From an optimization exercise on the open Yosys and OpenROAD flow, aimed at small area, a short achievable clock period and few clock cycles; shortcuts taken in it are not production practice.
Only simulation tests tie the RTL to the original design; equivalence was not proved.
Power is estimated from default activity; no workload was simulated.

### design/flow/constraint.sdc
create_clock -name core_clock -period 8.0 [get_ports {clk_i}]
set_input_delay 1.6000 -clock core_clock [delete_from_list [all_inputs] [get_ports {clk_i}]]
set_output_delay 1.6000 -clock core_clock [all_outputs]
set_load 0.01 [all_outputs]
### design/flow/design.v
package lsch_pkg;
  localparam int SlotCount    = 16;
  localparam int TicketBits   = 16;
  localparam int SlotIdxBits  = $clog2(SlotCount);
  localparam int TotalBits    = TicketBits + SlotIdxBits;
  localparam int RndBits      = 31;
  localparam int OutTotalBits = 20;
  localparam logic [TicketBits-1:0]   TicketMax   = '1;
  localparam logic [OutTotalBits-1:0] OutTotalMax = '1;
  localparam logic [2:0] OpAssign  = 3'd0;
  localparam logic [2:0] OpReady   = 3'd1;
  localparam logic [2:0] OpMove    = 3'd2;
  localparam logic [2:0] OpRelease = 3'd3;
  localparam logic [2:0] OpDraw    = 3'd4;
  typedef logic [TicketBits-1:0]  ticket_t;
  typedef logic [TotalBits-1:0]   total_t;
  typedef logic [SlotIdxBits-1:0] slot_idx_t;
  typedef struct packed {
    logic [2:0]         operation;
    logic [3:0]         slot;
    logic [3:0]         other_slot;
    logic [15:0]        ticket_count;
    logic               is_ready;
    logic [RndBits-1:0] random_value;
  } req_t;
  typedef struct packed {
    logic                    found;
    logic [3:0]              winner_slot;
    logic [15:0]             moved;
    logic [OutTotalBits-1:0] total_ready;
  } res_t;
  function automatic logic [OutTotalBits-1:0] sat_total(input total_t t);
    sat_total = t;
  endfunction
endpackage
module lsch_ram #(
  parameter int Depth = 16,
  parameter int Width = 16
) (
  input  logic                     clk_i,
  input  logic                     we_i,
  input  logic [$clog2(Depth)-1:0] waddr_i,
  input  logic [Width-1:0]         wdata_i,
  input  logic [$clog2(Depth)-1:0] raddr_i,
  output logic [Width-1:0]         rdata_o
);
  logic [Width-1:0] mem [Depth];
  always_ff @(posedge clk_i) begin
    if (we_i) begin
      mem[waddr_i] <= wdata_i;
    end
  end
  always_ff @(posedge clk_i) begin
    rdata_o <= mem[raddr_i];
  end
endmodule
module lsch_mod (
  input  logic                         clk_i,
  input  logic                         rst_ni,
  input  logic                         start_i,
  input  logic [lsch_pkg::RndBits-1:0] dividend_i,
  input  lsch_pkg::total_t             divisor_i,
  output logic                         done_o,
  output lsch_pkg::total_t             rem_o
);
  localparam int CntBits = $clog2(lsch_pkg::RndBits);
  logic                         busy_q, done_q;
  logic [CntBits-1:0]           cnt_q;
  logic [lsch_pkg::RndBits-1:0] dvd_q;
  lsch_pkg::total_t             div_q, rem_q;
  logic [lsch_pkg::TotalBits:0] trial, div_ext;
  logic                         ge;
  logic [lsch_pkg::TotalBits:0] trial_sub;
  assign trial   = {rem_q, dvd_q[lsch_pkg::RndBits-1]};
  assign div_ext = {1'b0, div_q};
  assign ge      = trial >= div_ext;
  assign trial_sub = trial - div_ext;
  always_ff @(posedge clk_i or negedge rst_ni) begin
    if (!rst_ni) begin
      busy_q <= 1'b0;
      done_q <= 1'b0;
      cnt_q  <= '0;
    end else begin
      done_q <= 1'b0;
      if (start_i) begin
        busy_q <= 1'b1;
        cnt_q  <= 5'd30;
      end else if (busy_q) begin
        cnt_q <= cnt_q - 1'b1;
        if (cnt_q == '0) begin
          busy_q <= 1'b0;
          done_q <= 1'b1;
        end
      end
    end
  end
  always_ff @(posedge clk_i) begin
    if (start_i) begin
      dvd_q <= dividend_i;
      div_q <= divisor_i;
      rem_q <= '0;
    end else if (busy_q) begin
      dvd_q <= dvd_q << 1;
      rem_q <= ge ? trial_sub[lsch_pkg::TotalBits-1:0] : trial[lsch_pkg::TotalBits-1:0];
    end
  end
  assign done_o = done_q;
  assign rem_o  = rem_q;
endmodule
module lottery_scheduler (
  input  logic           clk_i,
  input  logic           rst_ni,
  input  logic           in_valid_i,
  output logic           in_stall_o,
  input  logic [58:0]    in_req_i,
  output logic           out_valid_o,
  input  logic           out_stall_i,
  output logic [40:0]    out_res_o
);
  lsch_pkg::req_t in_req;
  assign in_req = lsch_pkg::req_t'(in_req_i);
  typedef enum logic [6:0] {
    StIdle   = 7'b0000001,
    StRdSrc  = 7'b0000010,
    StRdDst  = 7'b0000100,
    StWrSrc  = 7'b0001000,
    StMod    = 7'b0010000,
    StWalk   = 7'b0100000,
    StResult = 7'b1000000
  } state_e;
  function automatic lsch_pkg::ticket_t sat_ticket(input logic [15:0] v);
    sat_ticket = v;
  endfunction
  state_e                           state_q, state_d;
  lsch_pkg::req_t                   req_q, req_d;
  lsch_pkg::total_t                 total_q, total_d;
  logic [lsch_pkg::SlotCount-1:0]   ready_q, ready_d, in_use_q, in_use_d;
  logic                             found_q, found_d;
  lsch_pkg::slot_idx_t              win_q, win_d, idx_q, idx_d;
  lsch_pkg::ticket_t                m_q, m_d, src_q, src_d;
  lsch_pkg::total_t                 acc_q, acc_d, target_q, target_d;
  lsch_pkg::res_t                   res_q, res_d;
  logic                             out_valid_q, out_valid_d;
  logic                             ram_we;
  lsch_pkg::slot_idx_t              ram_waddr, ram_raddr;
  lsch_pkg::ticket_t                ram_wdata, ram_rdata;
  logic                             mod_start, mod_done;
  lsch_pkg::total_t                 mod_rem;
  logic                             in_accept, out_free;
  lsch_pkg::slot_idx_t              in_s_idx, in_d_idx, s_idx, d_idx;
  logic                             in_s_ok, in_d_ok, in_live_s, in_live_d;
  lsch_pkg::ticket_t                req_sat, room, mv;
  logic                             walk_live, walk_last;
  lsch_pkg::total_t                 acc_sum;
  lsch_ram #(
    .Depth(lsch_pkg::SlotCount),
    .Width(lsch_pkg::TicketBits)
  ) u_ram (
    .clk_i  (clk_i),
    .we_i   (ram_we),
    .waddr_i(ram_waddr),
    .wdata_i(ram_wdata),
    .raddr_i(ram_raddr),
    .rdata_o(ram_rdata)
  );
  lsch_mod u_mod (
    .clk_i     (clk_i),
    .rst_ni    (rst_ni),
    .start_i   (mod_start),
    .dividend_i(in_req.random_value),
    .divisor_i (total_q),
    .done_o    (mod_done),
    .rem_o     (mod_rem)
  );
  assign in_stall_o  = (state_q != StIdle);
  assign in_accept   = in_valid_i && !in_stall_o;
  assign out_free    = !out_valid_q || !out_stall_i;
  assign out_valid_o = out_valid_q;
  assign out_res_o   = res_q;
  assign in_s_idx  = in_req.slot;
  assign in_d_idx  = in_req.other_slot;
  assign in_s_ok   = {28'd0, in_req.slot} < 32'd16;
  assign in_d_ok   = {28'd0, in_req.other_slot} < 32'd16;
  assign in_live_s = in_s_ok && in_use_q[in_s_idx];
  assign in_live_d = in_d_ok && in_use_q[in_d_idx];
  assign s_idx     = req_q.slot;
  assign d_idx     = req_q.other_slot;
  always_comb begin
    req_sat = sat_ticket(req_q.ticket_count);
    room    = lsch_pkg::TicketMax - ram_rdata;
    mv      = req_sat;
    if (src_q < mv) begin
      mv = src_q;
    end
    if (room < mv) begin
      mv = room;
    end
  end
  assign walk_live = ready_q[idx_q] && in_use_q[idx_q];
  assign walk_last = idx_q == 4'd15;
  assign acc_sum   = acc_q + (walk_live ? {4'd0, ram_rdata} : '0);
  always_comb begin
    state_d     = state_q;
    req_d       = req_q;
    total_d     = total_q;
    ready_d     = ready_q;
    in_use_d    = in_use_q;
    found_d     = found_q;
    win_d       = win_q;
    idx_d       = idx_q;
    m_d         = m_q;
    src_d       = src_q;
    acc_d       = acc_q;
    target_d    = target_q;
    res_d       = res_q;
    out_valid_d = out_valid_q && out_stall_i;
    ram_we      = 1'b0;
    ram_waddr   = s_idx;
    ram_wdata   = sat_ticket(req_q.ticket_count);
    ram_raddr   = '0;
    mod_start   = 1'b0;
    case (state_q)
      StIdle: begin
        ram_raddr = in_s_idx;
        if (in_accept) begin
          req_d   = in_req;
          found_d = 1'b0;
          win_d   = '0;
          m_d     = '0;
          state_d = StResult;
          case (in_req.operation)
            lsch_pkg::OpAssign: begin
              if (in_s_ok) state_d = StRdSrc;
            end
            lsch_pkg::OpReady: begin
              if (in_live_s && (ready_q[in_s_idx] != in_req.is_ready)) state_d = StRdSrc;
            end
            lsch_pkg::OpMove: begin
              if (in_live_s && in_live_d && (in_req.slot != in_req.other_slot)) begin
                state_d = StRdSrc;
              end
            end
            lsch_pkg::OpRelease: begin
              if (in_live_s) state_d = StRdSrc;
            end
            lsch_pkg::OpDraw: begin
              if (total_q != '0) begin
                mod_start = 1'b1;
                state_d   = StMod;
              end
            end
            default: ;
          endcase
        end
      end
      StRdSrc: begin
        ram_raddr = d_idx;
        state_d   = StResult;
        case (req_q.operation)
          lsch_pkg::OpAssign: begin
            if (in_use_q[s_idx] && ready_q[s_idx]) begin
              total_d = total_q - {4'd0, ram_rdata};
            end
            ram_we          = 1'b1;
            ready_d[s_idx]  = 1'b0;
            in_use_d[s_idx] = 1'b1;
          end
          lsch_pkg::OpReady: begin
            if (req_q.is_ready) begin
              total_d = total_q + {4'd0, ram_rdata};
            end else begin
              total_d = total_q - {4'd0, ram_rdata};
            end
            ready_d[s_idx] = req_q.is_ready;
          end
          lsch_pkg::OpMove: begin
            src_d   = ram_rdata;
            state_d = StRdDst;
          end
          lsch_pkg::OpRelease: begin
            if (ready_q[s_idx]) begin
              total_d = total_q - {4'd0, ram_rdata};
            end
            ready_d[s_idx]  = 1'b0;
            in_use_d[s_idx] = 1'b0;
          end
          default: ;
        endcase
      end
      StRdDst: begin
        ram_we    = 1'b1;
        ram_waddr = d_idx;
        ram_wdata = ram_rdata + mv;
        m_d       = mv;
        if (ready_q[s_idx] && !ready_q[d_idx]) begin
          total_d = total_q - {4'd0, mv};
        end else if (ready_q[d_idx] && !ready_q[s_idx]) begin
          total_d = total_q + {4'd0, mv};
        end
        state_d = StWrSrc;
      end
      StWrSrc: begin
        ram_we    = 1'b1;
        ram_wdata = src_q - m_q;
        state_d   = StResult;
      end
      StMod: begin
        if (mod_done) begin
          target_d = mod_rem + 1'b1;
          acc_d    = '0;
          idx_d    = '0;
          state_d  = StWalk;
        end
      end
      StWalk: begin
        ram_raddr = idx_q + 1'b1;
        acc_d     = acc_sum;
        if (walk_live && (target_q <= acc_sum)) begin
          found_d = 1'b1;
          win_d   = idx_q;
          state_d = StResult;
        end else if (walk_last) begin
          state_d = StResult;
        end else begin
          idx_d = idx_q + 1'b1;
        end
      end
      StResult: begin
        if (out_free) begin
          res_d.found       = found_q;
          res_d.winner_slot = win_q;
          res_d.moved       = m_q;
          res_d.total_ready = lsch_pkg::sat_total(total_q);
          out_valid_d       = 1'b1;
          state_d           = StIdle;
        end
      end
      default: state_d = StIdle;
    endcase
  end
  always_ff @(posedge clk_i or negedge rst_ni) begin
    if (!rst_ni) begin
      state_q     <= StIdle;
      total_q     <= '0;
      ready_q     <= '0;
      in_use_q    <= '0;
      out_valid_q <= 1'b0;
    end else begin
      state_q     <= state_d;
      total_q     <= total_d;
      ready_q     <= ready_d;
      in_use_q    <= in_use_d;
      out_valid_q <= out_valid_d;
    end
  end
  always_ff @(posedge clk_i) begin
    req_q    <= req_d;
    found_q  <= found_d;
    win_q    <= win_d;
    idx_q    <= idx_d;
    m_q      <= m_d;
    src_q    <= src_d;
    acc_q    <= acc_d;
    target_q <= target_d;
    res_q    <= res_d;
  end
endmodule
### design/flow/run.sh
#!/bin/bash
# synth_recipe.tcl (not shown) runs the flow's synth.tcl, then flattens the netlist and writes it again
# the make line also repeats each setting of config.mk as NAME=value (left out here)
make -C /OpenROAD-flow-scripts/flow DESIGN_CONFIG=/design/flow/config.mk WORK_HOME=/design/flow/orfs CLKGATE_MAP_FILE= SYNTH_SCRIPT=/design/flow/synth_recipe.tcl finish
### design/flow/config.mk
export PLATFORM = sky130hd
export DESIGN_NAME = lottery_scheduler
export DESIGN_NICKNAME = lottery_scheduler
export VERILOG_FILES = /design/flow/design.v
export SDC_FILE = /design/flow/constraint.sdc
export NUM_CORES = 4
export LEC_CHECK = 0
export CAP_MARGIN = 20
export CORE_MARGIN = 2
export CORE_UTILIZATION = 40
export SLEW_MARGIN = 20
==> flow_summary_export.csv <==
group,metric,value,unit
yosys,synth_xor_area_share,3.65,%
timing,setup_ws,0.503,ns
pwr,cellLeakagePower,13.8,nW
cts,numCtsBuffers,66,
layout,finalNonFillerCells,4093,
yosys,yosys.area_share.simple,16.0,%
floorplanning,coreArea,75900,um^2
cts,clock_sinks,560,
yosys,synthDistinctLibCells,83,
yosys,yosys-top-cells-count,"489 x nand2_1, 457 x edfxtp_1, 183 x nor2_1",
cts,clk_path_buf_depth,3,
status,status,"no timing/DRC/antenna violations",
pwr,pwr_density_cell,349,nW/um^2
yosys,syn-num-nets,3149,
timing,max_slew_margin,29.5,%
yosys,yosys.area_share.adder,7.59,%
yosys,syn_area_per_cell,10.6,um^2
yosys,yosysTopAreaCellShare,44.7,%
timing,period_share,93.7,%
timing,rsz0062_at_grt,"false",
floorplanning,dieWidth,281,um
grt,grt-ovfl-total,0,
layout,final_core_util,46.4,%
route,vias,23200,
yosys,synth_flop_cell,"edfxtp_1",
floorplanning,die_area,79000,um^2
place,hpwl,60.2,mm
timing,drv_slew,0,
critical_path,crit_required,8.51,ns
timing,setup_viol,0,
yosys,syn_inst,2904,
cts,clk_pin_slew,0.07,ns
place,globalplace.congestion,0.933,
route,drc,0,
timing,whs,0.422,ns
grt,antenna_found_initial,1,
yosys,yosysSeqAreaShare,52.5,%
critical_path,rrSetupSlack,0.50,ns
critical_path,max_stage_delay,0.49,ns
floorplanning,start_util,40.4,%
cts,cts_tree,"built",
layout,drive_gt1_share,8.82,%
grt,grt_util_all_layers,22.2,%
job,drv_cap,0,
yosys,async_reset_ff_share,12.0,%
grt,grt_pass1_vias,22500,
yosys,synth_top_family_by_area,"simple AND/OR/NAND/NOR gates",
yosys,yosysWarningCount,3,
route,detail_route.first_pass.iterations,6,
yosys,synth_edf_count,457,
timing,max_freq,133,MHz
timing,worstMarginPinSlew,1.06,ns
critical_path,crit_type,"reg -> reg",
cts,postCtsHoldBufs,0,
timing,fin_skew,0.0437,ns
yosys,synth_compound_area_share,13.0,%
min_path,min-delay-start,"found_q",
grt,grt.met3_usage,3.23,%
floorplanning,io_pins,106,
route,viasPerCell,5.66,
critical_path,rr_endpoint,"total_q[18]",
yosys,synth_mux_area_share,3.82,%
yosys,synthMostInstantiatedCell,"nand2_1",
cts,cts_root_buffer,"clkbuf_16",
grt,top_usage_layer,"met2",
critical_path,worst_setup_path_end_kind,"flop",
route,drt_iter0_drc,2144,
min_path,hold_depth,0,
cts,htreeDepth,3,
grt,grt_max_degree,81,
route,wl,87.6,mm
route,detail-route-antenna-nets,0,
yosys,synth_seq_cells,560,
pwr,ir_drop,0.263,mV
critical_path,worstSetupStartpointType,"flop",
grt,grtUsageMet2,37.3,%
min_path,min_path_type,"reg -> reg",
grt,met1_usage,29.8,%
critical_path,ff2ff_path_depth,31,
yosys,netlist_area,30700,um^2
timing,fin_setup_tns,0,ns
timing,finalHoldViolations,0,
layout,nets,3254,
critical_path,regToRegStartpoint,"src_q[13]",
floorplanning,num_rows,101,
yosys,synth_top_area_cell,"edfxtp_1",
route,wire_per_inst,21.4,um
critical_path,crit_arrival,8.01,ns
place,portBuffers,105,
floorplanning,die_h,281,um
critical_path,crit_fanout,30,
yosys,netlist_top_cells_area,"edfxtp_1 45%, ha_1 7.1%, nand2_1 6.0%",
grt,grt_pass1_wl,135,mm
critical_path,crit_slowest_cell,"or3b_2",
cts,clk_latency,0.62,ns
timing,post-route-min-period,7.50,ns
min_path,whs_endpoint,"res_q[40]",
place,dp_slack,0.542,ns
layout,area_growth,14.8,%
place,numPlacedInstances,3970,
[worst max-delay path, delay by kind of cell, from the launching register on]
kind / cells / cell delay, ns
AO/OA/AOI/OAI: 16 / 3.04
buffers and inverters: 2 / 0.40
XOR/XNOR: 1 / 0.17
adder cells (fa/ha/maj): 4 / 1.24
flip-flops: 1 / 0.48
AND/OR/NAND/NOR: 6 / 1.64
multiplexers: 2 / 0.39
[layer usage]
layer	part of all wire [%]	vias to the layer above
met5	0.015	-
li1	-	10900
met3	5.3	139
met1	44	11500
met4	2.3	2
met2	48	675
[power breakdown]
part	switching [W]	leakage (nW)	internal, W
Clock	0.00126	1.05	0.00170
Sequential	0.000461	5.40	0.00368
Combinational	0.00319	7.35	0.00201
[cells by family after synthesis]
kind of cell,count (synthesis)
adders and majority gates,182
xor gates and xnor gates,128
AOI/OAI and AO/OA,624
DFF,560
muxes,78
and+or+nand+nor,1073
buffers and inverters,259
[how the worst max path moves through the flow]
stage / from / endpoint / slack (ns) / depth (start not counted)
3_5_place_dp: src_q[13] / total_q[18] / 0.54 / 30
2_1_floorplan: src_q[15] / total_q[18] / 0.98 / 32
6_report: src_q[13] / total_q[18] / 0.50 / 31
4_1_cts: src_q[13] / u_ram.mem[15][14] / 0.48 / 29
5_1_grt: idx_q[1] / idx_q[2] / 0.004 / 27
3_3_place_gp: idx_q[1] / idx_q[0] / 0.64 / 27
[final cells by class]
class                           instances  area [um^2]
Fill cell                            6955        40700
Sequential cell                       560        16100
Multi-Input combinational cell       2085        13700
Clock buffer                           86         1790
Timing Repair Buffer                  163         1490
Tap cell                             1030         1290
Inverter                              133          499
Clock inverter                         35          338
Antenna cell                            1         2.50
[registers in the layout, summed over array words and instances, names as in the netlist, 4 cells and up, named ones only]
signal	flops
u_ram.rdata_o	16
idx_q	4
acc_q	20
ready_q	16
u_ram.mem	256
m_q	16
u_mod.div_q	20
src_q	16
res_q	41
total_q	20
win_q	4
u_mod.dvd_q	31
target_q	20
u_mod.cnt_q	5
u_mod.rem_q	20
req_q	28
state_q	7
[repair_timing]
action                     CTS  global route
resized for setup            0             4
setup endpoints to repair    0            21
hold endpoints to repair     0             0
buffers inserted             0             1
[cells in the final DEF, fill, tap and decap left out, drive strengths merged, types with 25 or more instances in the layout]
master,instances
nand2,489
edfxtp,457
nor2,183
ha,175
a21oi,168
o21ai,143
inv,138
nand3,107
clkdlybuf4s50,104
clkbuf,86
xnor2,77
and3,72
dfrtp,66
a31oi,59
buf,59
nor3,58
xor2,51
a21o,45
a211oi,42
a311oi,37
dfxtp,36
mux4,29
mux2i,28
clkinv,25
[through the flow]
stage,power [W],cell area (um^2)
after floorplan,0.00778,30700
after global routing,0.0131,35200
after detailed placement,0.00931,33100
after CTS,0.0123,35200
after global placement,0.00922,33100
final,0.0123,35200
Testbench counts, summed over its fixed seeds: cycles 159,237.

re-timing with driven ports:
Ports are ideal in the flow. The routed layout listed here was re-timed in OpenROAD. Step 1: set_driving_cell puts a clkbuf_16 on clk_i and a buf_2 on each other input, an assumption about the parent block. Step 2 also shifts input and output timing later by t, the mid clock arrival at the registers, as if the neighbouring blocks saw the same clock. Three values: ideal ports, drivers, drivers and shift; two values: the first two.
shift t [ns]: 0.668
setup slack, ns: 0.503 / 0.503 / 0.503
slew at the worst register clock pin (ns): 0.07 / 0.07
After both steps setup and hold are still met in this run. The setup slack of this run moves by 0.000 ns with the drivers and by 0.000 ns with both steps.
